Context: an optimization exercise on an open-source flow, tuned for small area, a short achievable clock period and few clock cycles. The choices shown serve that exercise and are no tape-out recipe. Function was checked by simulation only, so behaviour that the tests miss may differ from the original.

===== flow/design.v =====
`timescale 1ns / 1ps
package stkstat_pkg;
	localparam int DEPTH  = 64;
	localparam int PTR_W  = $clog2(DEPTH);
	localparam int FILL_W = 7;
	localparam int KIND_W = 2;
	localparam int STAT_W = 2;
	localparam int VAL_W  = 32;
	localparam int MEAN_W = 40;
	localparam int FRAC_W = 8;
	localparam int SUM_W  = VAL_W + PTR_W + 1;
	localparam int DIVD_W = SUM_W + FRAC_W;
	localparam int DCNT_W = $clog2(DIVD_W + 1);
	localparam logic [KIND_W-1:0] KIND_PUSH  = 2'd0;
	localparam logic [KIND_W-1:0] KIND_POP   = 2'd1;
	localparam logic [KIND_W-1:0] KIND_QUERY = 2'd2;
	localparam logic [STAT_W-1:0] STAT_OK    = 2'd0;
	localparam logic [STAT_W-1:0] STAT_FULL  = 2'd1;
	localparam logic [STAT_W-1:0] STAT_EMPTY = 2'd2;
	localparam logic [FILL_W-1:0] CAP_RESET = FILL_W'(DEPTH);
	typedef struct packed {
		logic busy;
		logic done;
	} div_stat_t;
endpackage
`timescale 1ns / 1ps
module stkstat_div #(
	parameter int STEPS = 2
) (
	input  logic [5:0]  rem_i,
	input  logic [39:0] dq_i,
	input  logic [6:0]  n_i,
	input  logic [7:0]  n3_i,
	input  logic        done_i,
	output logic [5:0]  rem_o,
	output logic [39:0] dq_o
);
	function automatic logic [6:0] sub8(input logic [7:0] a, input logic [7:0] b);
		logic [7:0] g, p, gg, pp, gn, pn;
		logic [5:0] d;
		g  = a & ~b;
		p  = ~(a ^ b);
		gg = {g[7:1], g[0] | p[0]};
		pp = p;
		for (int k = 1; k < 8; k = k * 2) begin
			gn = gg;
			pn = pp;
			for (int i = k; i < 8; i++) begin
				gn[i] = gg[i] | (pp[i] & gg[i-k]);
				pn[i] = pp[i] & pp[i-k];
			end
			gg = gn;
			pp = pn;
		end
		d[0] = ~p[0];
		for (int i = 1; i < 6; i++) d[i] = p[i] ^ gg[i-1];
		sub8 = {gg[7], d};
	endfunction
	logic [7:0]  n1, n2, n3;
	logic [5:0]  r;
	logic [39:0] d;
	logic [7:0]  t;
	logic [6:0]  s1, s2, s3;
	logic [1:0]  q;
	always_comb begin
		n1 = done_i ? 8'd1 : {1'b0, n_i};
		n2 = {n1[6:0], 1'b0};
		n3 = done_i ? 8'd3 : n3_i;
		r  = rem_i;
		d  = dq_i;
		for (int s = 0; s < STEPS; s++) begin
			t  = {r, d[39:38]};
			s1 = sub8(t, n1);
			s2 = sub8(t, n2);
			s3 = sub8(t, n3);
			q  = {s2[6], s3[6] | (s1[6] & ~s2[6])};
			r  = s3[6] ? s3[5:0] : s2[6] ? s2[5:0] : s1[6] ? s1[5:0] : t[5:0];
			d  = {d[37:0], q};
		end
		rem_o = r;
		dq_o  = d;
	end
endmodule
`timescale 1ns / 1ps
module stack_with_min_max_mean_top (
	input  logic                                  clk,
	input  logic                                  arst_n,
	input  logic                                  req_valid,
	output logic                                  req_ready,
	input  logic [stkstat_pkg::KIND_W-1:0]        req_kind,
	input  logic signed [stkstat_pkg::VAL_W-1:0]  req_value,
	output logic                                  rsp_valid,
	input  logic                                  rsp_ready,
	output logic [stkstat_pkg::STAT_W-1:0]        rsp_status,
	output logic signed [stkstat_pkg::VAL_W-1:0]  rsp_popped,
	output logic signed [stkstat_pkg::VAL_W-1:0]  rsp_minimum,
	output logic signed [stkstat_pkg::VAL_W-1:0]  rsp_maximum,
	output logic signed [stkstat_pkg::MEAN_W-1:0] rsp_mean_q8,
	output logic [stkstat_pkg::FILL_W-1:0]        rsp_fill,
	input  logic                                  cfg_valid,
	output logic                                  cfg_ready,
	input  logic [stkstat_pkg::FILL_W-1:0]        cfg_data
);
	localparam int DEPTH = stkstat_pkg::DEPTH;
	localparam int VAL_W = stkstat_pkg::VAL_W;
	localparam int SUM_W = stkstat_pkg::SUM_W;
	localparam int NT        = 10;
	localparam int STEPS_PER = 2;
	logic             rq_vld, sk_vld;
	logic [1:0]       rq_kind, sk_kind;
	logic [31:0]      rq_val, sk_val;
	logic [6:0]       rq_cap, sk_cap;
	logic [6:0]       cap_q;
	logic             o_vld;
	logic             o_free;
	logic             e_exit;
	logic             recirc;
	logic             rq_free;
	logic             acc;
	assign o_free    = !o_vld || rsp_ready;
	assign req_ready = !sk_vld;
	assign acc       = req_valid && !sk_vld;
	assign cfg_ready = 1'b1;
	always_ff @(posedge clk or negedge arst_n) begin
		if (!arst_n) begin
			rq_vld <= 1'b0;
			sk_vld <= 1'b0;
			cap_q  <= stkstat_pkg::CAP_RESET;
		end else begin
			if (cfg_valid) cap_q <= cfg_data;
			if (rq_free) begin
				if (sk_vld) begin
					rq_vld <= 1'b1;
					sk_vld <= 1'b0;
				end else begin
					rq_vld <= acc;
				end
			end else if (acc) begin
				if (rq_vld) sk_vld <= 1'b1;
				else        rq_vld <= 1'b1;
			end
		end
	end
	always_ff @(posedge clk) begin
		if (rq_free) begin
			if (sk_vld) begin
				rq_kind <= sk_kind;
				rq_val  <= sk_val;
				rq_cap  <= sk_cap;
			end else begin
				rq_kind <= req_kind;
				rq_val  <= req_value;
				rq_cap  <= cap_q;
			end
		end else if (acc) begin
			if (rq_vld) begin
				sk_kind <= req_kind;
				sk_val  <= req_value;
				sk_cap  <= cap_q;
			end else begin
				rq_kind <= req_kind;
				rq_val  <= req_value;
				rq_cap  <= cap_q;
			end
		end
	end
	logic [6:0]              fill_q;
	logic [DEPTH-1:0]        therm_q;     
	logic [VAL_W-1:0]        ent_q [DEPTH];
	logic [DEPTH-1:0]        fmin_q, fmax_q;
	logic signed [SUM_W-1:0] sum_q;
	logic signed [31:0]      top_q, min_q, max_q, minb_q, maxb_q;
	logic              ex;
	logic              full_q, full_nx;
	logic [6:0]        cap_nx, fill_p1, fill_m1;
	logic              empty, full;
	logic              k_push, k_pop, k_qry;
	logic              push_ok, pop_ok, qry_ok;
	logic [1:0]        status;
	logic [6:0]        fill_n;
	logic              lt_min, gt_max;
	logic [DEPTH-1:0]  wsel;      
	logic [DEPTH-1:0]  p2;        
	logic [DEPTH-1:0]  m3;        
	logic [DEPTH-1:0]  xmin, xmax, smin, smax, hmin, hmax, hsel;
	logic              rmin2, rmax2;
	logic [DEPTH-1:0]  psel;
	logic [31:0]       rd;
	logic              fix_q, fixmin_q, blk;
	logic [DEPTH-1:0]  hsel_q;
	assign blk     = fix_q && k_pop;
	assign ex      = rq_vld && !recirc && !blk;
	assign rq_free = !rq_vld || (!recirc && !blk);
	assign empty  = !therm_q[0];
	assign full   = full_q;
	assign k_push = (rq_kind == stkstat_pkg::KIND_PUSH);
	assign k_pop  = (rq_kind == stkstat_pkg::KIND_POP);
	assign k_qry  = (rq_kind == stkstat_pkg::KIND_QUERY);
	assign push_ok = k_push && !full;
	assign pop_ok  = k_pop && !empty;
	assign qry_ok  = k_qry && !empty;
	assign status  = (k_push && full) ? stkstat_pkg::STAT_FULL :
	                 ((k_pop || k_qry) && empty) ? stkstat_pkg::STAT_EMPTY :
	                 stkstat_pkg::STAT_OK;
	assign fill_p1 = fill_q + 7'd1;
	assign fill_m1 = fill_q - 7'd1;
	assign fill_n  = push_ok ? fill_p1 : (pop_ok ? fill_m1 : fill_q);
	always_comb begin
		if (rq_free) cap_nx = sk_vld ? sk_cap : cap_q;
		else         cap_nx = rq_cap;
		if (ex && push_ok)       full_nx = fill_p1[6] || (fill_p1 >= cap_nx);
		else if (ex && pop_ok)   full_nx = fill_m1[6] || (fill_m1 >= cap_nx);
		else                     full_nx = fill_q[6] || (fill_q >= cap_nx);
	end
	assign lt_min = empty || (signed'(rq_val) < min_q);
	assign gt_max = empty || (signed'(rq_val) > max_q);
	always_comb begin
		for (int i = 0; i < DEPTH; i++) begin
			wsel[i] = !therm_q[i] && ((i == 0) ? 1'b1 : therm_q[i-1]);
			p2[i]   = (i + 1 < DEPTH ? therm_q[i+1] : 1'b0) && !(i + 2 < DEPTH ? therm_q[i+2] : 1'b0);
			m3[i]   = (i + 2 < DEPTH) ? therm_q[i+2] : 1'b0;
		end
		rmin2 = |(p2 & fmin_q);
		rmax2 = |(p2 & fmax_q);
		xmin = fmin_q & m3;
		xmax = fmax_q & m3;
		smin = xmin;
		smax = xmax;
		for (int d = 1; d < DEPTH; d = d * 2) begin
			smin = smin | (smin >> d);
			smax = smax | (smax >> d);
		end
		hmin = xmin & ~(smin >> 1);
		hmax = xmax & ~(smax >> 1);
		hsel = rmin2 ? hmin : hmax;
		psel = fix_q ? hsel_q : p2;
		rd   = '0;
		for (int i = 0; i < DEPTH; i++) begin
			rd = rd | ({32{psel[i]}} & ent_q[i]);
		end
	end
	logic             fl_vld_q, fl_min_q, fl_max_q;
	logic [DEPTH-1:0] p1;        
	always_comb begin
		for (int i = 0; i < DEPTH; i++) begin
			p1[i] = therm_q[i] && !(i + 1 < DEPTH ? therm_q[i+1] : 1'b0);
		end
	end
	always_ff @(posedge clk or negedge arst_n) begin
		if (!arst_n) fl_vld_q <= 1'b0;
		else         fl_vld_q <= ex && push_ok;
	end
	always_ff @(posedge clk) begin
		fl_min_q <= lt_min;
		fl_max_q <= gt_max;
	end
	for (genvar g = 0; g < DEPTH; g++) begin : g_ent
		always_ff @(posedge clk) begin
			if (ex && push_ok && wsel[g]) begin
				ent_q[g] <= rq_val;
			end
			if (fl_vld_q && p1[g]) begin
				fmin_q[g] <= fl_min_q;
				fmax_q[g] <= fl_max_q;
			end
		end
	end
	always_ff @(posedge clk or negedge arst_n) begin
		if (!arst_n) begin
			fill_q  <= '0;
			therm_q <= '0;
			full_q  <= 1'b0;
			fix_q   <= 1'b0;
		end else begin
			full_q <= full_nx;
			fix_q  <= ex && pop_ok && (rmin2 || rmax2) && therm_q[2];
			if (ex) begin
				fill_q <= fill_n;
				if (push_ok) therm_q <= {therm_q[DEPTH-2:0], 1'b1};
				if (pop_ok)  therm_q <= {1'b0, therm_q[DEPTH-1:1]};
			end
		end
	end
	logic [SUM_W-1:0] sum_add;
	logic [SUM_W:0]   sum_ci;
	assign sum_add = push_ok ? {{(SUM_W-32){rq_val[31]}}, rq_val} : ~{{(SUM_W-32){top_q[31]}}, top_q};
	assign sum_ci  = {sum_q, 1'b1} + {sum_add, !push_ok};
	always_ff @(posedge clk or negedge arst_n) begin
		if (!arst_n) begin
			sum_q <= '0;
		end else if (ex && (push_ok || pop_ok)) begin
			sum_q <= sum_ci[SUM_W:1];
		end
	end
	always_ff @(posedge clk) begin
		if (ex && push_ok) begin
			top_q  <= rq_val;
			min_q  <= lt_min ? signed'(rq_val) : min_q;
			max_q  <= gt_max ? signed'(rq_val) : max_q;
			minb_q <= min_q;
			maxb_q <= max_q;
		end
		if (ex && pop_ok) begin
			top_q    <= rd;
			min_q    <= minb_q;
			max_q    <= maxb_q;
			hsel_q   <= hsel;
			fixmin_q <= rmin2;
		end
		if (fix_q && !(ex && push_ok)) begin
			if (fixmin_q) minb_q <= rd;
			else          maxb_q <= rd;
		end
	end
	logic        p_vld [NT];
	logic [3:0]  p_tag [NT];
	logic        p_done[NT];
	logic [1:0]  p_st  [NT];
	logic [6:0]  p_fill[NT];
	logic [31:0] p_a   [NT];
	logic [31:0] p_b   [NT];
	logic        p_isp [NT];
	logic        p_isq [NT];
	logic        p_sgn [NT];
	logic [5:0]  p_rem [NT];
	logic [39:0] p_dq  [NT];
	logic [7:0]  p_n3  [NT];
	logic [3:0]  ex_tag_q, out_tag_q;
	logic              sum_neg;
	logic [37:0]       dvd_hi;
	logic [7:0]        dvd_lo;
	assign sum_neg = sum_q[SUM_W-1];
	assign dvd_hi  = 38'(sum_q) ^ {38{sum_neg}};
	assign dvd_lo  = sum_neg ? 8'(-{1'b0, fill_q}) : 8'b0;
	logic [5:0]  rem_l;
	logic [39:0] quo_l;
	logic [39:0] mean_l;
	stkstat_div #(.STEPS(STEPS_PER)) u_div_l (
		.rem_i  (p_rem[NT-1]),
		.dq_i   (p_dq[NT-1]),
		.n_i    (p_fill[NT-1]),
		.n3_i   (p_n3[NT-1]),
		.done_i (p_done[NT-1]),
		.rem_o  (rem_l),
		.dq_o   (quo_l)
	);
	assign mean_l = p_isq[NT-1] ? (quo_l ^ {40{p_sgn[NT-1]}}) : 40'b0;
	assign e_exit = o_free && (p_tag[NT-1] == out_tag_q);
	assign recirc = p_vld[NT-1] && !e_exit;
	always_ff @(posedge clk or negedge arst_n) begin
		if (!arst_n) begin
			p_vld[0]  <= 1'b0;
			ex_tag_q  <= '0;
			out_tag_q <= '0;
		end else begin
			p_vld[0] <= recirc || ex;
			if (ex) ex_tag_q <= ex_tag_q + 4'd1;
			if (p_vld[NT-1] && e_exit) out_tag_q <= out_tag_q + 4'd1;
		end
	end
	always_ff @(posedge clk) begin
		if (recirc) begin
			p_tag[0]  <= p_tag[NT-1];
			p_done[0] <= 1'b1;
			p_st[0]   <= p_st[NT-1];
			p_fill[0] <= p_fill[NT-1];
			p_a[0]    <= p_a[NT-1];
			p_b[0]    <= p_b[NT-1];
			p_isp[0]  <= p_isp[NT-1];
			p_isq[0]  <= p_isq[NT-1];
			p_sgn[0]  <= 1'b0;
			p_rem[0]  <= 6'b0;
			p_dq[0]   <= mean_l;
			p_n3[0]   <= p_n3[NT-1];
		end else begin
			p_tag[0]  <= ex_tag_q;
			p_done[0] <= 1'b0;
			p_st[0]   <= status;
			p_fill[0] <= fill_n;
			p_a[0]    <= pop_ok ? top_q : min_q;
			p_b[0]    <= max_q;
			p_isp[0]  <= pop_ok;
			p_isq[0]  <= qry_ok;
			p_sgn[0]  <= sum_neg;
			p_rem[0]  <= dvd_hi[37:32];
			p_dq[0]   <= {dvd_hi[31:0], dvd_lo};
			p_n3[0]   <= 8'(fill_q) + 8'({fill_q, 1'b0});
		end
	end
	for (genvar g = 0; g < NT - 1; g++) begin : g_pipe
		logic [5:0]  rem_n;
		logic [39:0] dq_n;
		stkstat_div #(.STEPS(STEPS_PER)) u_div (
			.rem_i  (p_rem[g]),
			.dq_i   (p_dq[g]),
			.n_i    (p_fill[g]),
			.n3_i   (p_n3[g]),
			.done_i (p_done[g]),
			.rem_o  (rem_n),
			.dq_o   (dq_n)
		);
		always_ff @(posedge clk or negedge arst_n) begin
			if (!arst_n) begin
				p_vld[g+1] <= 1'b0;
			end else begin
				p_vld[g+1] <= p_vld[g];
			end
		end
		always_ff @(posedge clk) begin
			p_tag[g+1]  <= p_tag[g];
			p_done[g+1] <= p_done[g];
			p_st[g+1]   <= p_st[g];
			p_fill[g+1] <= p_fill[g];
			p_a[g+1]    <= p_a[g];
			p_b[g+1]    <= p_b[g];
			p_isp[g+1]  <= p_isp[g];
			p_isq[g+1]  <= p_isq[g];
			p_sgn[g+1]  <= p_sgn[g];
			p_rem[g+1]  <= rem_n;
			p_dq[g+1]   <= dq_n;
			p_n3[g+1]   <= p_n3[g];
		end
	end
	logic [31:0] out_pop_q, out_min_q, out_max_q;
	logic [39:0] out_mean_q;
	logic [1:0]  out_st_q;
	logic [6:0]  out_fill_q;
	always_ff @(posedge clk or negedge arst_n) begin
		if (!arst_n) begin
			o_vld <= 1'b0;
		end else if (o_free) begin
			o_vld <= p_vld[NT-1] && e_exit;
		end
	end
	always_ff @(posedge clk) begin
		if (o_free) begin
			out_st_q   <= p_st[NT-1];
			out_fill_q <= p_fill[NT-1];
			out_pop_q  <= p_isp[NT-1] ? p_a[NT-1] : '0;
			out_min_q  <= p_isq[NT-1] ? p_a[NT-1] : '0;
			out_max_q  <= p_isq[NT-1] ? p_b[NT-1] : '0;
			out_mean_q <= mean_l;
		end
	end
	assign rsp_valid   = o_vld;
	assign rsp_status  = out_st_q;
	assign rsp_popped  = out_pop_q;
	assign rsp_minimum = out_min_q;
	assign rsp_maximum = out_max_q;
	assign rsp_mean_q8 = out_mean_q;
	assign rsp_fill    = out_fill_q;
endmodule

===== flow/run.sh =====
#!/bin/bash
# synth_recipe.tcl (not shown) runs the flow's synth.tcl, then flattens the netlist and writes it again
# the make line also repeats each setting of config.mk as NAME=value (left out here)
make -C /OpenROAD-flow-scripts/flow DESIGN_CONFIG=/design/flow/config.mk WORK_HOME=/design/flow/orfs CLKGATE_MAP_FILE= SYNTH_SCRIPT=/design/flow/synth_recipe.tcl finish

===== flow/config.mk =====
export PLATFORM = sky130hd
export DESIGN_NAME = stack_with_min_max_mean_top
export DESIGN_NICKNAME = stack_with_min_max_mean_top
export VERILOG_FILES = /design/flow/design.v
export SDC_FILE = /design/flow/constraint.sdc
export NUM_CORES = 4
export LEC_CHECK = 0
export CAP_MARGIN = 20
export CORE_MARGIN = 2
export CORE_UTILIZATION = 45
export CTS_BUF_LIST = sky130_fd_sc_hd__clkbuf_8
export SETUP_SLACK_MARGIN = 3.5
export SLEW_MARGIN = 20

===== flow/constraint.sdc =====
create_clock -name core_clock -period 8.0 [get_ports {clk}]
set_input_delay 1.6000 -clock core_clock [delete_from_list [all_inputs] [get_ports {clk}]]
set_output_delay 1.6000 -clock core_clock [all_outputs]
set_load 0.01 [all_outputs]

==> results of run 1 <==
## worst register-to-register path, stage by stage, from the launching register on
cell and delay (ps):
sky130_fd_sc_hd__dfrtp_4 740, sky130_fd_sc_hd__buf_16 440, sky130_fd_sc_hd__mux2_2 720, sky130_fd_sc_hd__buf_4 490, sky130_fd_sc_hd__a221oi_1 540, sky130_fd_sc_hd__nand4_1 260
sky130_fd_sc_hd__or4_1 970, sky130_fd_sc_hd__nand2_1 200, sky130_fd_sc_hd__nand2_1 70
## stage by stage
stage	instances	worst slack [ps]	hold WS [ps]	cell area, µm²
floorplan	11137	2680	310	155000
global placement	15644	1800	310	163000
detailed placement	15648	1760	312	163000
CTS	16998	3470	281	178000
global route	17147	3330	287	181000
finish	17173	3310	298	181000
## state kept, by name (all words and copies together), names as in the netlist, 63 cells and up
register,cells
ent_q,2016
p_dq,400
p_a,320
p_b,320
p_n3,80
p_fill,70
therm_q,64
fmax_q,63
fmin_q,63
## layout make-up
| cell class | count | area [µm²] |
|---|---|---|
| inverters | 327 | 1250 |
| flip-flops and latches | 4085 | 108000 |
| clock inverters | 455 | 2520 |
| well taps | 4536 | 5680 |
| fillers | 27986 | 159000 |
| multi-input cells | 6237 | 47100 |
| clock buffers | 696 | 9580 |
| diodes | 30 | 75.1 |
| repair buffers | 807 | 7220 |
## worst max-delay path by stage
| stage | start | end | slack [ps] | cells after the start |
|---|---|---|---|---|
| 2_1_floorplan | rsp_ready | ent_q[1][0] | 2680 | 11 |
| 3_3_place_gp | rsp_ready | ent_q[43][12] | 1800 | 10 |
| 3_5_place_dp | rsp_ready | ent_q[43][11] | 1760 | 10 |
| 4_1_cts | p_done[8] | p_rem[9][4] | 3470 | 25 |
| 6_report | fix_q | top_q[25] | 3310 | 8 |
| 5_1_grt | p_done[1] | p_rem[2][1] | 3330 | 20 |
## logic make-up (layout without fill, tap and decap cells)
logic type | after synthesis | count (layout)
DFF | 4085 | 4085
and+or+nand+nor | 2606 | 2608
AOI/OAI and AO/OA | 2586 | 2589
buffers and inverters | 820 | 2285
adders and majority gates | 637 | 637
xor gates and xnor gates | 293 | 293
muxes | 109 | 109
other | 1 | 31
## cells in the mapped netlist, types with 32 or more instances
library cell                  n
sky130_fd_sc_hd__or3_1       40
sky130_fd_sc_hd__a21oi_1    352
sky130_fd_sc_hd__a21o_1     139
sky130_fd_sc_hd__or4_1       42
sky130_fd_sc_hd__o211ai_1    42
sky130_fd_sc_hd__a22o_1     473
sky130_fd_sc_hd__inv_1      321
sky130_fd_sc_hd__xor2_1     129
sky130_fd_sc_hd__ha_1       597
sky130_fd_sc_hd__edfxtp_1  2528
sky130_fd_sc_hd__a222oi_1    40
sky130_fd_sc_hd__nor2b_1    164
sky130_fd_sc_hd__o21a_1      73
sky130_fd_sc_hd__buf_1       40
sky130_fd_sc_hd__o31ai_1     32
sky130_fd_sc_hd__mux2_2      58
sky130_fd_sc_hd__o21ai_1     66
sky130_fd_sc_hd__o21ai_0    403
sky130_fd_sc_hd__nand3_1     73
sky130_fd_sc_hd__clkbuf_1   432
sky130_fd_sc_hd__mux2i_1     51
sky130_fd_sc_hd__nand2b_1   235
sky130_fd_sc_hd__dfrtp_1    140
sky130_fd_sc_hd__nor2_1     531
sky130_fd_sc_hd__xnor2_1    164
sky130_fd_sc_hd__a22oi_1     65
sky130_fd_sc_hd__a31oi_1    149
sky130_fd_sc_hd__or2_2       39
sky130_fd_sc_hd__a21boi_0    70
sky130_fd_sc_hd__and2_1     170
sky130_fd_sc_hd__nand2_1   1016
sky130_fd_sc_hd__nand4_1    173
sky130_fd_sc_hd__a221oi_1   478
sky130_fd_sc_hd__nor3_1      33
sky130_fd_sc_hd__fa_1        40
sky130_fd_sc_hd__dfxtp_1   1416
## routing by layer
| layer | up-vias | wire, µm | track usage |
|---|---|---|---|
| li1 | 44009 | - | - |
| met1 | 51899 | 205000 | 0.397 |
| met2 | 8486 | 246000 | 0.476 |
| met3 | 2120 | 78100 | 0.109 |
| met4 | 20 | 42000 | 0.197 |
| met5 | - | 195 | 0.00178 |
## what timing repair did
| action | 4_1_cts | 5_1_grt |
|---|---|---|
| pin swaps | 71 | 224 |
| resized for setup | 318 | 419 |
| hold buffers | 0 | 0 |
| buffers inserted | 193 | 138 |
| gates cloned | 6 | 7 |
| setup endpoints to repair | 1256 | 780 |
==> flow_results.org, run 1 <==
** Run status
- The flow ran to the end and the layout has no timing, DRC or antenna violations.

** Setup path
- Type of the worst setup path :: flop to flop
- STA puts the critical path data required time at ~9000 ps.
- Worst stage delay on the critical path :: between 900 and 1000 ps
- Crit-path most repeated cell :: sky130_fd_sc_hd__nand2_1
- The slowest stage of the critical path belongs to the cell sky130_fd_sc_hd__or4_1.
- The worst register-to-register path has a depth of 8.
- Traced cell by cell, the critical path runs through buf_16 -> mux2_2 -> buf_4 -> a221oi_1 -> nand4_1 -> or4_1 -> nand2_1 -> nand2_1.
- Crit path max fanout :: 60
- The number of buffers and inverters on the critical path is 2.
- STA classifies the critical path endpoint as a flop.
- The worst register-to-register path begins at fix_q.
- The worst register-to-register path ends at top_q[25].
- For the worst setup path, the data arrival time is ~5700 ps.
- Reg-to-reg slack, setup :: around 3300 ps
- Startpoint types :: flop
- Top Family by Delay on Critical Path :: simple AND/OR/NAND/NOR gates

** Final layout
- Share of post-route cells with drive strength above 1 :: 0.170
- Most common cell after layout, fill and taps aside :: sky130_fd_sc_hd__edfxtp_1
- From synthesis to final layout, the design area changed by 17.6%.
- After the last flow step, the layout net total stands at 12780.
- Util after Layout :: 0.533
- In the layout the commonest cells are 2528 x sky130_fd_sc_hd__edfxtp_1, 1383 x sky130_fd_sc_hd__dfxtp_1, 1001 x sky130_fd_sc_hd__nand2_1, 696 x sky130_fd_sc_hd__clkbuf_8, 527 x sky130_fd_sc_hd__inv_1.

** Routing
- Per-cell via count in the routed design :: about 6.2
- The final layout contains routed wiring with a total length of roughly 570000 µm.
- Summing over every cut layer, the via total after detailed routing is 106534.
- After the first detailed-routing iteration, the DRC count stood at roughly 17000.
- The detail route stage leaves a number of antenna-violating nets equal to 0.
- After detailed routing, the average wire length per cell comes to 33.3 µm.
- For this run, design rule violations remaining after detail routing come to 0.
- Drt first pass iters :: 10

** CTS
- In this run the clock root is driven by a sky130_fd_sc_hd__clkbuf_8.
- The clock reaches the later pin of the worst-skew pair after 1280 ps.
- TritonCTS Buffers :: between 600 and 700
- The H-tree was split into 6 levels.
- Sinks on the clock net :: about 4100
- Maximum buffer depth of the clock tree :: 4
- Clock slew at reported path FFs :: approximately 60 ps
- TritonCTS built the clock tree.

** STA
- Setup violations remaining at the end of the flow were counted as 0.
- In this run the tightest slew margin relative to its limit is 0.168.
- Based on the critical path, the design can be clocked at up to approximately 210 MHz.
- Crit share post-route :: 0.586
- Post-route minimum period :: 4690 ps
- Post-Route Skew :: 88.6 ps
- Setup repair after global routing missed its margin :: true
- Summed over all failing endpoints, the final setup total negative slack is 0 ps.
- The final-report hold violation count came to 0.
- Max Transition Viols Final :: 0
- Slew at the pin closest to its max-slew limit :: 1250 ps

** Synth
- Yosys printed 30 warnings.
- Cell type with the largest total area after synthesis :: sky130_fd_sc_hd__edfxtp_1
- By area, the combinational part of the netlist is dominated by compound AO/OA/AOI/OAI gates.
- Yosys mapped a number of flops with a built-in enable equal to ~2500.
- Post-synthesis compound-gate area fraction :: 0.121
- Counting flops and latches in the post-synthesis netlist gives 4085.
- Netlist cell types :: approximately 100
- Synthesis produced roughly 11000 cells.
- Of the post-synthesis cell area, the part taken by muxes is 0.00755.
- Top area cells in the synthesized netlist :: sky130_fd_sc_hd__edfxtp_1 49%, sky130_fd_sc_hd__dfxtp_1 18%, sky130_fd_sc_hd__ha_1 4.8%
- In the synthesized netlist the dominant register cell turns out to be sky130_fd_sc_hd__edfxtp_1.
- Of the total synthesized cell area, the portion taken by full adders, half adders and majority gates is 0.0537.
- A synthesized cell averages ~14 µm².
- Async set or reset register ratio after synthesis :: 0.0345
- Of the total synthesized cell area, the portion taken by AND, OR, NAND and NOR gates is 0.0812.
- Of the synthesized area, sequential elements account for 0.699.
- Of the total synthesized cell area, the portion taken by XOR and XNOR cells is 0.0166.
- Portion of synthesized cell area occupied by the leading cell type :: 0.493
- Syn nets :: around 12000
- After synthesis the cells add up to 0.154 mm².

** Global routing
- Global-route congestion overflow total :: 0
- Number of antenna violations at the first check in global routing :: 36
- The first global-routing pass estimated just under 800000 µm of wire.
- Total global-route track usage :: 0.318
- The via count of the first global-routing pass was around 100k.
- Maximum number of pins on one net before global-route repair :: between 90 and 100

** Place
- The wire-length estimate of the detail-placed layout is around 350000 µm.
- Count of port buffers added during placement :: ~190
- GP Congestion :: 0.948

** Floorplan
- For this configuration, the core starts out at a cell density of 0.453.
- Vertical die dimension :: approximately 590 µm
- Boundary Pins :: 194
- Die footprint :: between 0.3 and 0.4 mm²
- The floorplan step defined a core boundary enclosing ~0.34 mm².
- The floorplan has ~210 rows.
- The floorplan step set the die width to a little under 600 µm.

** Min path
- The path class of the tightest hold or removal check is input port to asynchronous set/reset pin.

** Job
- Max_cap viols :: 0
Testbench counts, summed over its fixed seeds: cycles 20,225.
==> run 2: changes to the inputs <==
--- a/flow/design.v
+++ b/flow/design.v
@@ -33,3 +33,2 @@
 	input  logic [7:0]  n3_i,
-	input  logic        done_i,
 	output logic [5:0]  rem_o,
@@ -65,5 +64,5 @@
 	always_comb begin
-		n1 = done_i ? 8'd1 : {1'b0, n_i};
-		n2 = {n1[6:0], 1'b0};
-		n3 = done_i ? 8'd3 : n3_i;
+		n1 = {1'b0, n_i};
+		n2 = {n_i, 1'b0};
+		n3 = n3_i;
 		r  = rem_i;
@@ -108,6 +107,6 @@
 	localparam int STEPS_PER = 2;
-	logic             rq_vld, sk_vld;
-	logic [1:0]       rq_kind, sk_kind;
-	logic [31:0]      rq_val, sk_val;
-	logic [6:0]       rq_cap, sk_cap;
+	logic             rq_vld;
+	logic [1:0]       rq_kind;
+	logic [31:0]      rq_val;
+	logic [6:0]       rq_cap;
 	logic [6:0]       cap_q;
@@ -120,4 +119,4 @@
 	assign o_free    = !o_vld || rsp_ready;
-	assign req_ready = !sk_vld;
-	assign acc       = req_valid && !sk_vld;
+	assign req_ready = rq_free;
+	assign acc       = req_valid && rq_free;
 	assign cfg_ready = 1'b1;
@@ -126,3 +125,2 @@
 			rq_vld <= 1'b0;
-			sk_vld <= 1'b0;
 			cap_q  <= stkstat_pkg::CAP_RESET;
@@ -130,13 +128,3 @@
 			if (cfg_valid) cap_q <= cfg_data;
-			if (rq_free) begin
-				if (sk_vld) begin
-					rq_vld <= 1'b1;
-					sk_vld <= 1'b0;
-				end else begin
-					rq_vld <= acc;
-				end
-			end else if (acc) begin
-				if (rq_vld) sk_vld <= 1'b1;
-				else        rq_vld <= 1'b1;
-			end
+			if (rq_free) rq_vld <= req_valid;
 		end
@@ -144,22 +132,6 @@
 	always_ff @(posedge clk) begin
-		if (rq_free) begin
-			if (sk_vld) begin
-				rq_kind <= sk_kind;
-				rq_val  <= sk_val;
-				rq_cap  <= sk_cap;
-			end else begin
-				rq_kind <= req_kind;
-				rq_val  <= req_value;
-				rq_cap  <= cap_q;
-			end
-		end else if (acc) begin
-			if (rq_vld) begin
-				sk_kind <= req_kind;
-				sk_val  <= req_value;
-				sk_cap  <= cap_q;
-			end else begin
-				rq_kind <= req_kind;
-				rq_val  <= req_value;
-				rq_cap  <= cap_q;
-			end
+		if (acc) begin
+			rq_kind <= req_kind;
+			rq_val  <= req_value;
+			rq_cap  <= cap_q;
 		end
@@ -186,6 +158,7 @@
 	logic              rmin2, rmax2;
-	logic [DEPTH-1:0]  psel;
+	logic [DEPTH-1:0]  p1;        
+	logic [DEPTH-1:0]  p3;        
+	logic [DEPTH-1:0]  psel_q, psel_nx;
 	logic [31:0]       rd;
-	logic              fix_q, fixmin_q, blk;
-	logic [DEPTH-1:0]  hsel_q;
+	logic              fix_q, fixmin_q, blk, fix_nx;
 	assign blk     = fix_q && k_pop;
@@ -208,3 +181,3 @@
 	always_comb begin
-		if (rq_free) cap_nx = sk_vld ? sk_cap : cap_q;
+		if (rq_free) cap_nx = cap_q;
 		else         cap_nx = rq_cap;
@@ -220,2 +193,3 @@
 			p2[i]   = (i + 1 < DEPTH ? therm_q[i+1] : 1'b0) && !(i + 2 < DEPTH ? therm_q[i+2] : 1'b0);
+			p3[i]   = (i + 2 < DEPTH ? therm_q[i+2] : 1'b0) && !(i + 3 < DEPTH ? therm_q[i+3] : 1'b0);
 			m3[i]   = (i + 2 < DEPTH) ? therm_q[i+2] : 1'b0;
@@ -235,6 +209,10 @@
 		hsel = rmin2 ? hmin : hmax;
-		psel = fix_q ? hsel_q : p2;
-		rd   = '0;
+		fix_nx = ex && pop_ok && (rmin2 || rmax2) && therm_q[2];
+		if (fix_nx)              psel_nx = hsel;
+		else if (ex && push_ok)  psel_nx = p1;
+		else if (ex && pop_ok)   psel_nx = p3;
+		else                     psel_nx = p2;
+		rd = '0;
 		for (int i = 0; i < DEPTH; i++) begin
-			rd = rd | ({32{psel[i]}} & ent_q[i]);
+			rd = rd | ({32{psel_q[i]}} & ent_q[i]);
 		end
@@ -242,3 +220,2 @@
 	logic             fl_vld_q, fl_min_q, fl_max_q;
-	logic [DEPTH-1:0] p1;        
 	always_comb begin
@@ -255,2 +232,3 @@
 		fl_max_q <= gt_max;
+		psel_q   <= psel_nx;
 	end
@@ -275,3 +253,3 @@
 			full_q <= full_nx;
-			fix_q  <= ex && pop_ok && (rmin2 || rmax2) && therm_q[2];
+			fix_q  <= fix_nx;
 			if (ex) begin
@@ -306,3 +284,2 @@
 			max_q    <= maxb_q;
-			hsel_q   <= hsel;
 			fixmin_q <= rmin2;
@@ -316,3 +293,3 @@
 	logic [3:0]  p_tag [NT];
-	logic        p_done[NT];
+	logic [6:0]  p_dv  [NT];
 	logic [1:0]  p_st  [NT];
@@ -334,2 +311,14 @@
 	assign dvd_lo  = sum_neg ? 8'(-{1'b0, fill_q}) : 8'b0;
+	logic [5:0]  rem_x;
+	logic [39:0] dq_x;
+	logic [7:0]  n3_x;
+	assign n3_x = 8'(fill_q) + 8'({fill_q, 1'b0});
+	stkstat_div #(.STEPS(1)) u_div_x (
+		.rem_i  (dvd_hi[37:32]),
+		.dq_i   ({dvd_hi[31:0], dvd_lo}),
+		.n_i    (fill_q),
+		.n3_i   (n3_x),
+		.rem_o  (rem_x),
+		.dq_o   (dq_x)
+	);
 	logic [5:0]  rem_l;
@@ -337,8 +326,7 @@
 	logic [39:0] mean_l;
-	stkstat_div #(.STEPS(STEPS_PER)) u_div_l (
+	stkstat_div #(.STEPS(1)) u_div_l (
 		.rem_i  (p_rem[NT-1]),
 		.dq_i   (p_dq[NT-1]),
-		.n_i    (p_fill[NT-1]),
+		.n_i    (p_dv[NT-1]),
 		.n3_i   (p_n3[NT-1]),
-		.done_i (p_done[NT-1]),
 		.rem_o  (rem_l),
@@ -363,3 +351,3 @@
 			p_tag[0]  <= p_tag[NT-1];
-			p_done[0] <= 1'b1;
+			p_dv[0]   <= 7'd1;
 			p_st[0]   <= p_st[NT-1];
@@ -372,7 +360,7 @@
 			p_rem[0]  <= 6'b0;
-			p_dq[0]   <= mean_l;
-			p_n3[0]   <= p_n3[NT-1];
+			p_dq[0]   <= {mean_l[37:0], mean_l[39:38]};
+			p_n3[0]   <= 8'd3;
 		end else begin
 			p_tag[0]  <= ex_tag_q;
-			p_done[0] <= 1'b0;
+			p_dv[0]   <= fill_q;
 			p_st[0]   <= status;
@@ -384,5 +372,5 @@
 			p_sgn[0]  <= sum_neg;
-			p_rem[0]  <= dvd_hi[37:32];
-			p_dq[0]   <= {dvd_hi[31:0], dvd_lo};
-			p_n3[0]   <= 8'(fill_q) + 8'({fill_q, 1'b0});
+			p_rem[0]  <= rem_x;
+			p_dq[0]   <= dq_x;
+			p_n3[0]   <= n3_x;
 		end
@@ -395,5 +383,4 @@
 			.dq_i   (p_dq[g]),
-			.n_i    (p_fill[g]),
+			.n_i    (p_dv[g]),
 			.n3_i   (p_n3[g]),
-			.done_i (p_done[g]),
 			.rem_o  (rem_n),
@@ -410,3 +397,3 @@
 			p_tag[g+1]  <= p_tag[g];
-			p_done[g+1] <= p_done[g];
+			p_dv[g+1]   <= p_dv[g];
 			p_st[g+1]   <= p_st[g];
@@ -423,3 +410,4 @@
 	end
-	logic [31:0] out_pop_q, out_min_q, out_max_q;
+	logic [31:0] out_a_q, out_max_q;
+	logic        out_isp_q, out_isq_q;
 	logic [39:0] out_mean_q;
@@ -438,4 +426,5 @@
 			out_fill_q <= p_fill[NT-1];
-			out_pop_q  <= p_isp[NT-1] ? p_a[NT-1] : '0;
-			out_min_q  <= p_isq[NT-1] ? p_a[NT-1] : '0;
+			out_a_q    <= p_a[NT-1];
+			out_isp_q  <= p_isp[NT-1];
+			out_isq_q  <= p_isq[NT-1];
 			out_max_q  <= p_isq[NT-1] ? p_b[NT-1] : '0;
@@ -446,4 +435,4 @@
 	assign rsp_status  = out_st_q;
-	assign rsp_popped  = out_pop_q;
-	assign rsp_minimum = out_min_q;
+	assign rsp_popped  = out_a_q & {32{out_isp_q}};
+	assign rsp_minimum = out_a_q & {32{out_isq_q}};
 	assign rsp_maximum = out_max_q;
--- a/flow/config.mk
+++ b/flow/config.mk
@@ -11,3 +11,6 @@
 export CTS_BUF_LIST = sky130_fd_sc_hd__clkbuf_8
+export CTS_CLUSTER_DIAMETER = 50
+export CTS_CLUSTER_SIZE = 14
 export SETUP_SLACK_MARGIN = 3.5
 export SLEW_MARGIN = 20
+export TNS_END_PERCENT = 10
==> run 2 against run 1 <==
Still clean. Clock-buffer cell count down 270. Global-route usage down 0.17 points. Setup slack worse by 200 ps. Critical path depth up 2. Sequential cell count up 12. Sequential share of layout area up 1.9 points. Routed wire length down 1.2%. Register-to-register slack worse by 40 ps. Largest cell class unchanged.
==> flow_results.org, run 2 <==
** Run status
- The run finished with no timing, DRC or antenna violations.

** STA
- At the pin with the least slew margin, the transition time is 1350 ps.
- Timing-limited maximum frequency :: a little over 200 MHz
- Crit share post-route :: 0.612
- In this run the tightest slew margin relative to its limit is 0.101.
- The number of pins exceeding their max-slew limit in the final report was 0.
- The final-report hold violation count is 0.
- Setup violations remaining at the end of the flow were counted as 0.
- Setup_tns :: 0 ps
- Setup repair after global routing could not meet its margin everywhere.
- Setup slack closes at approximately 3100 ps.
- For the final database, setup skew stands at 171 ps.
- Post-route minimum period :: 4890 ps
- Worst hold-check slack :: 263 ps

** Floorplan
- Pin placement for this block handled 194 I/O pins.
- Vertical die dimension :: 587 µm
- Number of cell rows :: roughly 210
- For this configuration, the core starts out at a cell density of 0.451.
- From left edge to right edge, the die measures between 500 and 600 µm.
- Die footprint :: between 0.3 and 0.4 mm²
- Core region area :: around 0.34 mm²

** Synth
- Synthesis Warnings :: 31
- The number of nets handed over by synthesis was between 10000 and 15000.
- The synthesized netlist occupies a cell area of 0.153 mm².
- The synthesized design contains approximately 4100 register bits.
- Top FF cell, synth :: sky130_fd_sc_hd__edfxtp_1
- Top area cells in the synthesized netlist :: sky130_fd_sc_hd__edfxtp_1 48%, sky130_fd_sc_hd__dfxtp_1 20%, sky130_fd_sc_hd__ha_1 4.7%
- Portion of synthesized cell area occupied by the leading cell type :: 0.476
- Cell type with the largest total area after synthesis :: sky130_fd_sc_hd__edfxtp_1
- Yosys instantiated no cell more often than sky130_fd_sc_hd__edfxtp_1.
- Counting distinct cell types in the post-synthesis netlist gives 87.
- The commonest cells after synthesis are 2427 x sky130_fd_sc_hd__edfxtp_1, 1530 x sky130_fd_sc_hd__dfxtp_1, 857 x sky130_fd_sc_hd__nand2_1.
- The synthesized design contains approximately 2400 enable-type register cells.
- For this run, the register share of the synthesized area comes to 0.700.
- Counting flops with an async set or reset pin after synthesis yields a share of 0.0342.
- Synthesized instance count :: 10922
- After synthesis, the mean cell area works out to around 14 µm².

** Routing
- Wire length after detailed routing :: around 560000 µm
- Count of vias placed by the detailed router :: between 100k and 150k
- Drt first pass iters :: 6
- Remaining antenna violation count :: 0
- Average detailed-routed wire length per instance :: approximately 34 µm
- In this run, the number of DRC markers left after iteration 0 of detailed routing was approximately 15000.
- After detailed routing, the number of remaining DRC violations is 0.
- Dividing the detail-routed via count by the number of cells gives 6.24.

** CTS
- TritonCTS clock tree :: done
- TritonCTS Buffers :: approximately 400
- Maximum buffer depth of the clock tree :: 4
- Clock slew at reported path FFs :: about 80 ps
- In this run the number of H-tree levels came out at 5.
- The clock drives roughly 4100 sinks.
- Clock latency on the worst-skew pair :: ~1200 ps
- In this run the clock root is driven by a sky130_fd_sc_hd__clkbuf_8.
- After clock tree synthesis, the flow added hold-fix buffers numbering 0.

** Setup path
- At the worst endpoint, the required time is between 8000 and 9000 ps.
- Along the worst path, the maximum fanout reaches 63.
- STA classifies the critical path startpoint as an input port.
- R2r endpoint :: min_q[17]
- Type of the worst setup path :: input port to flop
- Arrival time of the worst setup path :: roughly 5700 ps
- On the worst path, the slowest cell contributes a delay of 1150 ps.
- Startpoint of the worst-slack reg-to-reg timing path :: rq_val[25]
- Kind of end point of the critical path :: flop
- Across all register-to-register paths, the minimum setup slack is about 3300 ps.
- Walking the worst path, the cells encountered are clkdlybuf4s50_1 -> nand2b_4 -> nand2_2 -> nor4_4 -> nand2b_4 -> buf_4 -> and3_2 -> buf_4 -> and3_2 -> buf_4.
- Crit-path most repeated cell :: sky130_fd_sc_hd__buf_4
- Number of cells on the worst reg-to-reg path :: 13
- Slowest library cell on the worst path :: sky130_fd_sc_hd__and3_2

** Final layout
- Largest registers :: ent_q x2048, p_dq x400
- Fillers :: ~29000
- In the layout the commonest cells are 2427 x sky130_fd_sc_hd__edfxtp_1, 1429 x sky130_fd_sc_hd__dfxtp_1, 833 x sky130_fd_sc_hd__nand2_1, 563 x sky130_fd_sc_hd__a221oi_1, 552 x sky130_fd_sc_hd__a22o_1.
- Compared with the post-synthesis result, the final layout area differs by 14.1%.
- Summing all multi-input logic gate instances after layout gives approximately 0.045 mm².
- Registers take between 0.1 and 0.15 mm².
- After the last flow step, the layout net total stands at about 12000.
- Util after Layout :: 0.515
- The register with the most flip-flops in the layout has 2048 of them.
- Ranked by flip-flop count, first place goes to ent_q.
- Share of post-route cells with drive strength above 1 :: 0.146
- The library cell used most frequently in the layout, excluding fill and tap cells, is sky130_fd_sc_hd__edfxtp_1.

** Min path
- Counting instances, the worst hold path has a depth of 0.
- Startpoint of the most critical hold path :: p_dq[7][35]
- The tightest min-delay check is of the flop to flop type.
- For hold timing, the worst endpoint is p_dq[8][39].

** Global routing
- Maximum number of pins on one net before global-route repair :: 97
- Vias in the first global route :: around 97000
- Number of antenna violations at the first check in global routing :: 41
- Global-route wire length before repair :: around 770000 µm
- The total overflow left after global routing is 0.
- In the global route stage, overall resource usage came out at 0.316.

** Place
- Port buffering added roughly 190 buffers.
- GP Congestion :: just over 0.9
- Placed wire-length estimate :: about 350000 µm
- At the placement stage, the worst setup path has a slack of about 1400 ps.

** Job
- Max_cap viols :: 0
run 2: changes by cell type after synthesis, moves of 54 or more:
cell                       previous run  this run
sky130_fd_sc_hd__nand2_1           1016       857
sky130_fd_sc_hd__and3_1              20        85
sky130_fd_sc_hd__a21o_1             139       199
sky130_fd_sc_hd__nor2_1             531       392
sky130_fd_sc_hd__a22o_1             473       552
sky130_fd_sc_hd__o21ai_0            403       335
sky130_fd_sc_hd__mux2i_1             51       109
sky130_fd_sc_hd__o21ai_1             66         6
sky130_fd_sc_hd__a221oi_1           478       564
sky130_fd_sc_hd__inv_1              321       375
sky130_fd_sc_hd__nand2b_1           235       105
sky130_fd_sc_hd__edfxtp_1          2528      2427
sky130_fd_sc_hd__dfxtp_1           1416      1530
run 2: repair_timing:
action	in CTS	in global routing
endpoints found under the setup margin	1655	810
buffers inserted	139	88
cloned	5	1
pin swaps	61	174
gates resized for setup	331	317
run 2: area by class of cell:
| cell class | count | share of cell area |
|---|---|---|
| Antenna cell | 25 | 0.000358 |
| Clock buffer | 426 | 0.0336 |
| Clock inverter | 282 | 0.0153 |
| Inverter | 378 | 0.00842 |
| Multi-Input combinational cell | 5948 | 0.260 |
| Sequential cell | 4097 | 0.615 |
| Tap cell | 4536 | 0.0325 |
| Timing Repair Buffer | 691 | 0.0353 |
run 2: worst max path at each step:
stage	cells after the start	endpoint	startpoint
after floorplan	18	full_q	rsp_ready
after global placement	13	psel_q[3]	rsp_ready
after detailed placement	13	psel_q[3]	rsp_ready
after CTS	12	psel_q[8]	rsp_ready
after global routing	10	ent_q[25][25]	rsp_ready
final	10	ent_q[31][4]	rsp_ready
run 2: per-layer routing:
metal | part of all wire | up-vias | wire (µm) | global-route usage
li1 | - | 42374 | - | -
met1 | 0.36 | 50312 | 203000 | 0.395
met2 | 0.44 | 7605 | 247000 | 0.483
met3 | 0.13 | 1932 | 73400 | 0.101
met4 | 0.070 | 46 | 39700 | 0.184
met5 | 0.00070 | - | 394 | 0
run 2: metrics by stage:
step	area (µm²)	instances
floorplan	153000	10922
global placement	161000	15408
detailed placement	161000	15414
CTS	172000	16266
global route	175000	16361
finish	175000	16383
run 2: cell families (layout without fill, tap and decap cells):
kind of cell / after synthesis / after routing / synth area share
DFF: 4097 / 4097 / 0.700
AOI/OAI and AO/OA: 2616 / 2619 / 0.126
adders and majority gates: 618 / 618 / 0.0525
buffers and inverters: 883 / 1777 / 0.0220
and+or+nand+nor: 2226 / 2229 / 0.0712
xor gates and xnor gates: 348 / 348 / 0.0199
other: 1 / 26 / 0.0000245
muxes: 133 / 133 / 0.00890
run 2: critical path, delay by kind of cell:
kind / cells / cell delay [ps]
AND/OR/NAND/NOR: 6 / 2140
buffers and inverters: 4 / 1830
Testbench counts of run 2, summed over its fixed seeds: cycles 20,225.
==> run 3: changes to the inputs <==
--- a/flow/design.v
+++ b/flow/design.v
@@ -110,2 +110,3 @@
 	logic [31:0]      rq_val;
+	logic [31:0]      rq_wdn;      
 	logic [6:0]       rq_cap;
@@ -135,2 +136,3 @@
 			rq_val  <= req_value;
+			rq_wdn  <= ~req_value;
 			rq_cap  <= cap_q;
@@ -236,4 +238,4 @@
 		always_ff @(posedge clk) begin
-			if (ex && push_ok && wsel[g]) begin
-				ent_q[g] <= rq_val;
+			if (wsel[g]) begin
+				ent_q[g] <= ~rq_wdn;
 			end
@@ -261,6 +263,6 @@
 	end
-	logic [SUM_W-1:0] sum_add;
-	logic [SUM_W:0]   sum_ci;
-	assign sum_add = push_ok ? {{(SUM_W-32){rq_val[31]}}, rq_val} : ~{{(SUM_W-32){top_q[31]}}, top_q};
-	assign sum_ci  = {sum_q, 1'b1} + {sum_add, !push_ok};
+	logic [SUM_W-1:0] sum_push;
+	logic [SUM_W:0]   sum_pop;
+	assign sum_push = sum_q + {{(SUM_W-32){rq_val[31]}}, rq_val};
+	assign sum_pop  = {sum_q, 1'b1} + {~{{(SUM_W-32){top_q[31]}}, top_q}, 1'b1};
 	always_ff @(posedge clk or negedge arst_n) begin
@@ -268,4 +270,6 @@
 			sum_q <= '0;
-		end else if (ex && (push_ok || pop_ok)) begin
-			sum_q <= sum_ci[SUM_W:1];
+		end else if (ex && push_ok) begin
+			sum_q <= sum_push;
+		end else if (ex && pop_ok) begin
+			sum_q <= sum_pop[SUM_W:1];
 		end
==> run 3 against run 2 <==
Cell count up 1.7%. Global-route usage shrank 0.55 points. Clock-buffer cell count up 4. Clock skew is 9.9 ps lower. Critical path type is now flop to flop.
==> flow_results.org, run 3 <==
** Routing
- Wire length after detailed routing :: between 500000 and 600000 µm
- Remaining antenna violation count :: 0
- Dividing the detail-routed wire length by the instance count gives between 30 and 40 µm.
- In the routed layout, each cell is associated on average with a via count of ~6.3.
- The first routing iteration left between 15000 and 20000 violations.
- Number of remaining DRC errors :: 0
- Detailed routing inserted a total of approximately 100k vias.
- The first TritonRoute pass finished after 10 iterations.

** Final layout
- Relative area change from synthesis to final layout :: 12.4%
- Fillers :: between 20000 and 30000
- More flip-flops sit in one register than any other, and that register is ent_q.
- In the layout the commonest cells are 2459 x sky130_fd_sc_hd__edfxtp_1, 1439 x sky130_fd_sc_hd__dfxtp_1, 914 x sky130_fd_sc_hd__nand2_1, 582 x sky130_fd_sc_hd__ha_1, 575 x sky130_fd_sc_hd__inv_1.
- The largest registers in the layout are ent_q x2048, p_dq x400.
- In the final layout, the multi-input gates occupy about 0.046 mm².
- In the final layout, the share of cells above drive strength 1 is 0.117.
- The register with the most flip-flops in the layout has 2048 of them.
- In the final layout, flip-flops and latches occupy 0.108 mm².
- The library cell used most frequently in the layout, excluding fill and tap cells, is sky130_fd_sc_hd__edfxtp_1.
- The net count of the finished layout is about 12000.

** STA
- Post-route minimum period :: between 4000 and 5000 ps
- Headroom to the max-slew limit :: 0.0916
- Setup_tns :: 0 ps
- The number of pins exceeding their max-slew limit in the final report came to 0.
- Dividing the final minimum period by the clock period gives 0.569.
- Post-Route Skew :: ~160 ps
- The final-report hold violation count came to 0.
- Slew at the pin closest to its max-slew limit :: 1360 ps
- Setup repair after global routing missed its margin :: true
- Final setup margin :: ~3400 ps
- Setup violations remaining at the end of the flow were counted as 0.
- Final hold analysis gives a worst-case slack of approximately 300 ps.
- For this run, the top clock speed supported by timing is approximately 220 MHz.

** CTS
- Counting along the longest clock path gives a buffer depth of 4.
- Clock tree synthesis selected as its root buffer the cell sky130_fd_sc_hd__clkbuf_8.
- Clock-pin slew was measured on the worst setup and hold paths at 100 ps.
- The later pin in the worst-skew pair is clocked with a latency of approximately 1200 ps.
- In this run, post-CTS hold repair placed 0 buffers.
- The H-tree generated during clock tree synthesis spans 5 levels.
- Sinks on the clock net :: ~4100
- The number of clock buffers added by TritonCTS is 407.
- TritonCTS clock tree :: done

** Floorplan
- Measured along the x axis, the die boundary spans between 500 and 600 µm.
- Vertical die dimension :: about 590 µm
- The core region is 0.345 mm².
- In this run the core area contains between 200 and 250 standard-cell rows.
- Boundary Pins :: between 150 and 200
- The floorplan step defined a die boundary enclosing about 0.35 mm².
- The initial utilization of the core area, before any placement, comes to 0.451.

** Setup path
- Reg-to-reg slack, setup :: 3450 ps
- Data arrives at the worst endpoint at 5640 ps.
- The worst setup path is of the flop to flop kind.
- Along the worst path, the maximum fanout reaches 14.
- STA classifies the critical path endpoint as a flop.
- The endpoint identified for the worst register-to-register timing path is psel_q[0].
- STA puts the critical path data required time at a little over 9000 ps.
- Startpoint of the worst-slack reg-to-reg timing path :: therm_q[29]
- Counting cells, the worst reg-to-reg path comes to 11.
- Startpoint types :: flop

** Synth
- Proportion of synthesized chip area in sequential cells :: 0.693
- Top area cells in the synthesized netlist :: sky130_fd_sc_hd__edfxtp_1 47%, sky130_fd_sc_hd__dfxtp_1 20%, sky130_fd_sc_hd__ha_1 4.9%
- Of the post-synthesis cell area, the dominant cell type holds 0.474.
- The average instance in the mapped netlist occupies ~14 µm².
- Counting distinct cell types in the post-synthesis netlist gives 87.
- Counting instances in the post-synthesis netlist gives the leading cell types as 2459 x sky130_fd_sc_hd__edfxtp_1, 1530 x sky130_fd_sc_hd__dfxtp_1, 923 x sky130_fd_sc_hd__nand2_1.
- In the synthesized netlist the dominant register cell turns out to be sky130_fd_sc_hd__edfxtp_1.
- The cell area that synthesis handed to floorplanning was 0.156 mm².
- Synthesized instance count :: ~11000
- The most common cell in the synthesized netlist is sky130_fd_sc_hd__edfxtp_1.
- Yosys printed 31 warnings.
- Synthesis produced a netlist with a net count of 11984.
- Number of synthesized flops with an enable pin :: approximately 2500
- Async set or reset register ratio after synthesis :: 0.0339
- The biggest area contributor in the post-synthesis netlist is sky130_fd_sc_hd__edfxtp_1.
- Synthesis inferred around 4100 register bits.

** Run status
- Run status :: no timing/DRC/antenna violations

** Min path
- In this run the worst hold path is classified as flop to flop.
- The worst hold path passes through 0 cells.
- The path with the worst hold slack has its endpoint at p_a[7][0].
- The startpoint identified for the worst hold timing path is p_a[6][0].

** Global routing
- Vias in the first global route :: about 97000
- Number of antenna violations at the first check in global routing :: 31
- Maximum number of pins on one net before global-route repair :: roughly 120
- The first global-routing pass estimated roughly 760000 µm of wire.
- Total global-route track usage :: 0.311
- Global-route congestion overflow total :: 0

** Place
- Post-Place Worst Slack :: about 1800 ps
- GP Congestion :: 0.919
- Placed wire-length estimate :: 324000 µm
- Input and output buffers added on the ports amount to between 150 and 200.

** Job
- Across the run, the number of max-cap violations was 0.
==> run 3: what timing repair did <==
| action | CTS | global route |
|---|---|---|
| cloned | 4 | 2 |
| buffers inserted | 48 | 88 |
| gates resized for setup | 178 | 214 |
| pin swaps | 34 | 77 |
| endpoints found under the setup margin | 157 | 187 |
==> run 3: final cells by class <==
cell class                      instances  area share
Antenna cell                           27    0.000386
Clock buffer                          430      0.0338
Clock inverter                        290      0.0146
Inverter                              515      0.0112
Multi-Input combinational cell       6158       0.262
Sequential cell                      4129       0.618
Tap cell                             4578      0.0327
Timing Repair Buffer                  541      0.0269
==> run 3: worst max path at each step <==
| stage | end | startpoint | slack [ps] |
|---|---|---|---|
| detailed placement | min_q[16] | rsp_ready | 1780 |
| CTS | p_rem[1][1] | p_dq[0][38] | 3430 |
| global placement | min_q[15] | rsp_ready | 1820 |
| finish | psel_q[0] | therm_q[29] | 3450 |
| floorplan | max_q[0] | rsp_ready | 3080 |
| global route | p_rem[6][2] | p_dv[5][1] | 3270 |
==> run 3: logic make-up (layout without fill, tap and decap cells) <==
logic type | Yosys count | after routing | share of synthesized area
AOI/OAI and AO/OA | 2754 | 2760 | 0.126
muxes | 234 | 234 | 0.0153
DFF | 4129 | 4129 | 0.693
xor gates and xnor gates | 358 | 358 | 0.0201
and+or+nand+nor | 2148 | 2148 | 0.0666
other | 1 | 28 | 0.0000241
adders and majority gates | 657 | 657 | 0.0547
buffers and inverters | 1000 | 1776 | 0.0245
==> run 3: per-stage QoR <==
stage / utilization / cells / instance area (µm²)
floorplan: - / 11281 / 156000
global placement: 0.475 / 15773 / 164000
detailed placement: 0.475 / 15777 / 164000
CTS: 0.502 / 16549 / 173000
global route: 0.507 / 16645 / 175000
finish: 0.507 / 16668 / 175000
==> run 3: worst max-delay path, stage by stage, from the launching register on <==
cell and delay (ps):
sky130_fd_sc_hd__dfrtp_1 680, sky130_fd_sc_hd__nor2b_4 1050, sky130_fd_sc_hd__a2111oi_0 260, sky130_fd_sc_hd__and4_1 310
sky130_fd_sc_hd__nand4_2 350, sky130_fd_sc_hd__nand4_1 230, sky130_fd_sc_hd__and4b_1 320, sky130_fd_sc_hd__buf_4 210
sky130_fd_sc_hd__nand3_1 330, sky130_fd_sc_hd__nand3b_1 300, sky130_fd_sc_hd__or2_2 310, sky130_fd_sc_hd__a31oi_1 160
==> run 3: per-layer routing <==
metal	part of all wire	up-vias	GRT usage	wire [µm]
met1	0.36	51642	0.401	205000
met3	0.13	1849	0.0828	72300
met2	0.44	7572	0.478	246000
met5	0.00049	-	0	275
met4	0.068	35	0.172	38000
li1	-	43162	-	-
Testbench counts of run 3, summed over its fixed seeds: cycles 20,225.
==> run 4: changes to the inputs <==
--- a/flow/config.mk
+++ b/flow/config.mk
@@ -9,3 +9,3 @@
 export CORE_MARGIN = 2
-export CORE_UTILIZATION = 45
+export CORE_UTILIZATION = 55
 export CTS_BUF_LIST = sky130_fd_sc_hd__clkbuf_8
==> run 4 against run 3 <==
Register-to-register slack barely moved. Worst hold slack got worse by 46 ps. Critical path depth fell by 4. Cell count fell by 5.0%. Still clean. Setup slack got worse by 150 ps. First-iteration DRC count fell by 13%. Final area fell by 0.38%. Synthesized cell count did not move. Critical path type is now input port to output port.
==> flow_results.org, run 4 <==
** Routing
- After detailed routing, the number of remaining DRC violations is 0.
- In the final routed layout, each cell accounts on average for about 35 µm.
- After detailed routing, the number of vias per cell comes to approximately 6.6.
- For this run, the detailed router's first-pass iteration total came to 7.
- Summing over every cut layer, the via total after detailed routing is between 100k and 150k.
- Wire length after detailed routing :: 557000 µm
- After the first detailed-routing iteration, the DRC count stood at ~14000.
- Remaining antenna violation count :: 0

** STA
- The final-report hold violation count came to 0.
- Subtracting the final worst setup slack from the clock period gives 4700 ps.
- Worst hold-check slack :: between 200 and 300 ps
- Of the available clock period, the critical path in the final layout requires 0.587.
- Setup repair after global routing missed its margin :: true
- Clock skew on the completed layout was measured at between 100 and 150 ps.
- Setup_tns :: 0 ps
- Max Transition Viols Final :: 0
- Derived from the worst setup path, the maximum achievable clock frequency is between 200 and 250 MHz.
- Slew at the pin closest to its max-slew limit :: ~1400 ps
- Headroom to the max-slew limit :: 0.0870
- Final Setup Violations :: 0

** Place
- GP Congestion :: approximately 0.92
- Summed over all nets, the half-perimeter wirelength after detailed placement is ~320000 µm.
- Number of instances in the placed design :: 14959
- Buffers placed on the I/O ports in this run total between 150 and 200.

** Synth
- The share of synthesized area in the top cell type comes to 0.474.
- Cell area after synthesis :: around 0.16 mm²
- Async set or reset register ratio after synthesis :: 0.0339
- After technology mapping, the gate count stands at between 10000 and 15000.
- Number of synthesized flops with an enable pin :: about 2500
- Netlist cell types :: 87
- Syn nets :: 11984
- For this run, the leading register cell type out of synthesis is sky130_fd_sc_hd__edfxtp_1.
- sky130_fd_sc_hd__edfxtp_1 takes more of the synthesized area than any other cell.
- Proportion of synthesized chip area in sequential cells :: 0.693
- After synthesis, the mean cell area works out to about 14 µm².
- Number of register bits inferred by synthesis :: between 4000 and 5000
- Top cells by count, synth :: 2459 x sky130_fd_sc_hd__edfxtp_1, 1530 x sky130_fd_sc_hd__dfxtp_1, 923 x sky130_fd_sc_hd__nand2_1
- In the post-synthesis netlist, the biggest area contributors are sky130_fd_sc_hd__edfxtp_1 47%, sky130_fd_sc_hd__dfxtp_1 20%, sky130_fd_sc_hd__ha_1 4.9%.
- Most common cell in the netlist :: sky130_fd_sc_hd__edfxtp_1
- Synthesis Warnings :: 31

** Global routing
- Maximum number of pins on one net before global-route repair :: ~120
- The via count of the first global-routing pass came to between 90000 and 100k.
- The first global-routing pass estimated 758000 µm of wire.
- Number of antenna violations at the first check in global routing :: 26
- Summed over all layers, the global routing overflow is 0.
- Total global-route track usage :: 0.380

** CTS
- The H-tree was split into 5 levels.
- TritonCTS clock tree :: done
- Buffer type at the clock tree root :: sky130_fd_sc_hd__clkbuf_8
- TritonCTS created between 400 and 500 clock buffers.
- Clock-pin slew was measured on the worst setup and hold paths at around 80 ps.
- Hold repair after CTS inserted 0 buffers.
- Counting every sink on the clock net gives slightly above 4000.
- Maximum buffer depth of the clock tree :: 4
- Clock latency on the worst-skew pair :: 1200 ps

** Setup path
- Sequence of cells on the critical path :: clkdlybuf4s50_1 -> nor2b_4 -> o41ai_4 -> buf_6 -> nand2_1 -> nand2_4 -> clkdlybuf4s15_2
- STA classifies the critical path startpoint as an input port.
- Counting both buffers and inverters, the worst setup path holds a total of 3.
- STA classifies the critical path endpoint as an output port.
- Setup slack on the worst reg-to-reg path comes out at approximately 3400 ps.
- For this run, the slowest stage of the critical path takes ~500 ps.
- The endpoint identified for the worst register-to-register timing path is psel_q[0].
- The critical path in this run is classified as input port to output port.
- For the worst setup path, the data required time is approximately 6400 ps.
- The largest individual stage delay along the critical path comes from the cell sky130_fd_sc_hd__clkdlybuf4s50_1.
- Among cell families on the critical path, the largest total delay comes from buffers and inverters.
- Number of cells on the worst reg-to-reg path :: 12
- The startpoint identified for the worst register-to-register timing path is therm_q[30].
- Arrival time of the worst setup path :: 3100 ps
- Crit path max fanout :: 3

** Final layout
- The register with the most flip-flops in the layout has about 2000 of them.
- In the layout the commonest cells are 2459 x sky130_fd_sc_hd__edfxtp_1, 1438 x sky130_fd_sc_hd__dfxtp_1, 917 x sky130_fd_sc_hd__nand2_1, 590 x sky130_fd_sc_hd__ha_1, 557 x sky130_fd_sc_hd__inv_1.
- The register with the most flip-flops in the final layout is ent_q.
- Share of post-route cells with drive strength above 1 :: 0.118
- Final std cells w/o fill :: approximately 16000
- Leaving out fill and tap cells, the most frequent cell in the layout is sky130_fd_sc_hd__edfxtp_1.
- The final layout contains between 10000 and 15000 nets.
- The largest registers in the layout are ent_q x2048, p_dq x400.
- Relative to the synthesized area, the layout overhead comes to 12.0%.

** Floorplan
- From bottom edge to top edge, the die measures 536 µm.
- In this run the horizontal extent of the chip is approximately 540 µm.
- Die footprint :: about 0.29 mm²
- For this configuration, the core starts out at a cell density of 0.552.
- Number of cell rows :: between 150 and 200
- The total area inside the core boundary comes to around 0.28 mm².
- Boundary Pins :: 194

** Min path
- The worst hold path begins at p_tag[0][3].
- Worst-case hold path end point :: p_tag[1][3]
- Along the worst hold path, the cell count comes to 0.
- Path category of the worst min-delay check :: flop to flop

** Run status
- The run finished with no timing, DRC or antenna violations.

** Job
- Across the run, the number of max-cap violations was 0.
-- run 4: logic make-up (layout without fill, tap and decap cells) --
| group | Yosys count | in the layout | synth area share |
|---|---|---|---|
| xor+xnor | 358 | 358 | 0.0201 |
| flops | 4129 | 4129 | 0.693 |
| compound gates | 2754 | 2762 | 0.126 |
| fa+ha+maj | 657 | 657 | 0.0547 |
| other cells | 1 | 35 | 0.0000241 |
| buf+inv | 1000 | 1762 | 0.0245 |
| mux | 234 | 234 | 0.0153 |
| simple gates | 2148 | 2148 | 0.0666 |
-- run 4: worst max-delay path by stage --
stage                        to  cells after the start        start  slack [ps]
floorplan              max_q[0]                      8    rsp_ready        3080
global placement      psel_q[7]                     11    rsp_ready        2150
CTS                   req_ready                      7    rsp_ready        3290
detailed placement    psel_q[7]                     11    rsp_ready        2120
finish                req_ready                      7    rsp_ready        3300
global route        p_rem[9][2]                     21  p_dq[8][38]        3180
-- run 4: layout make-up --
type	instances	area [µm²]
Multi-Input combinational cell	6160	45800
Tap cell	3743	4680
Antenna cell	34	85.1
Sequential cell	4129	108000
Fill cell	21636	108000
Inverter	515	1960
Timing Repair Buffer	544	4630
Clock inverter	273	3110
Clock buffer	430	5920
-- run 4: per-layer routing --
metal,share of wire,track usage,routed length [µm]
met5,0.00055,0.00583,308
met1,0.35,0.471,195000
met4,0.079,0.244,44000
met3,0.12,0.0988,66800
met2,0.45,0.593,250000
-- run 4: what timing repair did --
item                                   CTS  global route
endpoints found under the hold margin    0             0
setup buffers                           23           100
gates cloned                             5             4
pin swaps                               15            68
setup endpoints to repair              106           281
resized for setup                      138           225
-- run 4: per-stage QoR --
| stage | utilization | cell area, µm² | setup slack, ps |
|---|---|---|---|
| after floorplan | - | 156000 | 3080 |
| after global placement | 0.578 | 163000 | 2150 |
| after detailed placement | 0.578 | 163000 | 2120 |
| after CTS | 0.612 | 173000 | 3290 |
| after global routing | 0.618 | 174000 | 3180 |
| final | 0.619 | 174000 | 3300 |

[afterwards: timing with drivers on the ports]
No port has a modelled driver above. Below, the same layouts with a new extraction and two added sets of constraints.
Step 1, drivers: a clkbuf_16 drives clk and a buf_2 each remaining input, both assumed.
Step 2 times the ports against the registers' clock, not the clock port: input delays grow and output delays shrink by t, the midpoint of the rising clock arrivals with the driver on.
a / b / c = ideal / step 1 / step 2; a / b = the first two.
run | t, ns | slack for setup (ns) | worst setup path at the end | worst register clock-pin slew, ns
run 1 | 1.341 | 3.310 / 3.310 / 2.276 | input to register | 0.07 / 0.07
run 2 | 1.248 | 3.105 / 3.188 / 1.939 | input to register | 0.10 / 0.10
run 3 | 1.256 | 3.450 / 3.449 / 2.326 | input to register | 0.10 / 0.10
run 4 | 1.238 | 3.303 / 3.273 / 2.487 | input to register | 0.10 / 0.10
After both steps setup and hold are still met in every run listed. For run 2, which loses most, drivers alone change the setup slack by +0.083 ns; drivers and shift together by -1.166 ns.
